What follows belongs to an exercise in optimizing a design on an open flow for small area; a production flow would make more cautious choices.
In this exercise RTL edits were held to simulation tests only and were not proved equivalent to the original.
Power is estimated from default activity; no workload was simulated.

## rename_core
module rename_core (
    input  wire                      clk,
    input  wire                      rst,
    input  wire                      dispatch_req,
    input  wire [5-1:0]  issue_rs1,
    input  wire [5-1:0]  issue_rs2,
    input  wire [5-1:0]  issue_rd,
    input  wire                      issue_has_rd,
    output wire                      dispatch_ack,
    output wire [4-1:0]      disp_src1_tag,
    output wire [32-1:0]     disp_src1_value,
    output wire [4-1:0]      disp_src2_tag,
    output wire [32-1:0]     disp_src2_value,
    output wire [4-1:0]      disp_dest_tag,
    input  wire                      wb_valid,
    input  wire [4-1:0]      wb_tag,
    input  wire [32-1:0]     wb_value,
    input  wire                      wb_mispredict,
    output wire                      commit_valid,
    output wire [5-1:0]  commit_rd,
    output wire                      commit_has_rd,
    output wire [4-1:0]      commit_tag,
    output wire [32-1:0]     commit_value,
    output wire                      commit_flush
);
For scale: roughly 2600 cells after synthesis, roughly 1400 flip-flops, ~180 I/O pins, about 51000 µm² of cells after synthesis.
clock: 6.0 ns
lec_check: 0
cap_margin: 0
core_margin: 2
core_utilization: 70
cts_cluster_diameter: 80
cts_cluster_size: 25
place_density: 0.8
slew_margin: 0
synth_hierarchical: 1
synth_minimum_keep_size: 0
standard.sh (not shown) runs the stock make flow with config.mk's settings and CLKGATE_MAP_FILE= SYNTH_SCRIPT=/design/flow/synth_recipe.tcl, a recipe that flattens the netlist after the stock synthesis.
==> flow/flow/run.sh <==
#!/bin/bash
# Layout flow: the standard layout (standard.sh, unchanged synthesis and
# steps), except that the port buffers use the plain buf_1 cell instead of the
# delay buffer the resizer picks by default. Each tool's output is kept in
# its own log file in this folder.
set -euo pipefail
export BUFFER_PORTS_ARGS="-buffer_cell sky130_fd_sc_hd__buf_1"
bash standard.sh synth > log_synth.txt 2>&1
bash standard.sh floorplan > log_floorplan.txt 2>&1
bash standard.sh place > log_place.txt 2>&1
bash standard.sh cts > log_cts.txt 2>&1
bash standard.sh route > log_route.txt 2>&1
bash standard.sh finish > log_finish.txt 2>&1
The baseline completed without violations.
Change:
- CAP_MARGIN: 0 -> 5
- CORE_UTILIZATION: 70 -> 55
- CTS_BUF_LIST: default -> sky130_fd_sc_hd__clkbuf_8 sky130_fd_sc_hd__clkbuf_16
- CTS_CLUSTER_DIAMETER: 80 -> 60
- CTS_CLUSTER_SIZE: 25 -> 20
- PLACE_DENSITY: 0.8 -> 0.65
- SLEW_MARGIN: 0 -> 5
What happened:
- The changed run completed without violations
- clock-buffer cell count climbs by 21
- worst setup slack improves by 0.13 ns
- maximum frequency is higher by a few percent
- synthesized area does not change
- register-to-register slack gets better by 0.04 ns
- die area grows by a quarter to a third
- critical path depth went up by 1
- clock power is higher by a quarter to a third
Change:
- CORE_UTILIZATION: 55 -> 70
- CTS_BUF_LIST: sky130_fd_sc_hd__clkbuf_8 sky130_fd_sc_hd__clkbuf_16 -> default
- CTS_CLUSTER_DIAMETER: 60 -> 80
- CTS_CLUSTER_SIZE: 20 -> 25
- PLACE_DENSITY: 0.65 -> 0.8
Effect: Routed wire length falls by 0.48%. Die area falls by 21%. Sequential share of layout area rises by 2.0 points. Utilization rises by 15 points. Clock power falls by 22%. Global-route usage rises by 7.7 points.


## run A
rename_core again, from the RTL that the note above started with.
clock: 6.0 ns
lec_check: 0
cap_margin: 5
core_margin: 2
core_utilization: 70
cts_cluster_diameter: 80
cts_cluster_size: 32
place_density: 0.8
slew_margin: 5
synth_hierarchical: 1
synth_minimum_keep_size: 0
Scripts as last shown in full above: flow/flow/run.sh
Input-level comparison between run B and run A:
- a change of CTS_CLUSTER_SIZE from 32 to 28
### Flow results
Run A finished every step from synthesis to the final layout, and the layout passed the timing, design-rule and antenna checks.
The final layout from run B, which completed every stage, passed the timing, design-rule and antenna checks at the end of the flow.
Run B ended up with a higher largest incremental delay on the critical path than run A did.
On maximum frequency: between run B and run A, it ends up lower for run B.
Share of the cycle needed by the critical path after routing for run B is higher than for run A.
Looking at total number of vias across both flows, run B is the weaker of the two, with run A ahead.
Taking run A as the reference, in run B total power moved up; met1 routed wirelength after detailed routing moved down.
Edits applied to the flow inputs when going from run B to run C:
- a change of PLACE_DENSITY from 0.8 to 0.65
- a change of CTS_CLUSTER_SIZE from 28 to 25
- a change of CORE_UTILIZATION from 70 to 55
Results
- The die of run C is larger than the one used in run B.
- Final period demand of the worst path for run C is lower than for run B.
- Setup slack: run C more than run B

static timing again, ports no longer ideal:
No port has a modelled driver above. Below, the same layouts with a new extraction and two added sets of constraints.
Step 1 sets driving cells, clkbuf_16 on the clock port and buf_2 on the other inputs (assumed; they add their load-dependent delay and slew).
Step 2 times the ports against the registers' clock, not the clock port: input delays grow and output delays shrink by t, the midpoint of the rising clock arrivals with the driver on.
a / b / c = ideal / step 1 / step 2; a / b = the first two.
| run | shift t [ns] | slack for setup (ns) | hold WS [ns] | slew at the worst register clock pin (ns) | cell pins on the clock port's net |
|---|---|---|---|---|---|
| the first run of note 1 | 0.711 | 0.245 / 0.187 / 0.195 | 0.496 / 0.496 / 0.496 | 0.10 / 0.10 | 1 |
| the second run of note 1 | 0.745 | 0.378 / 0.307 / 0.339 | 0.478 / 0.478 / 0.478 | 0.08 / 0.08 | 1 |
| the third run of note 1 | 0.711 | 0.245 / 0.187 / 0.195 | 0.496 / 0.496 / 0.496 | 0.10 / 0.10 | 1 |
| run A | 0.724 | 0.200 / 0.133 / 0.171 | 0.494 / 0.494 / 0.494 | 0.12 / 0.12 | 1 |
| run B | 0.730 | 0.170 / 0.104 / 0.173 | 0.490 / 0.490 / 0.490 | 0.11 / 0.11 | 1 |
| run C | 0.708 | 0.341 / 0.295 / 0.297 | 0.483 / 0.483 / 0.483 | 0.10 / 0.10 | 1 |
After both steps every run listed still meets setup and hold.
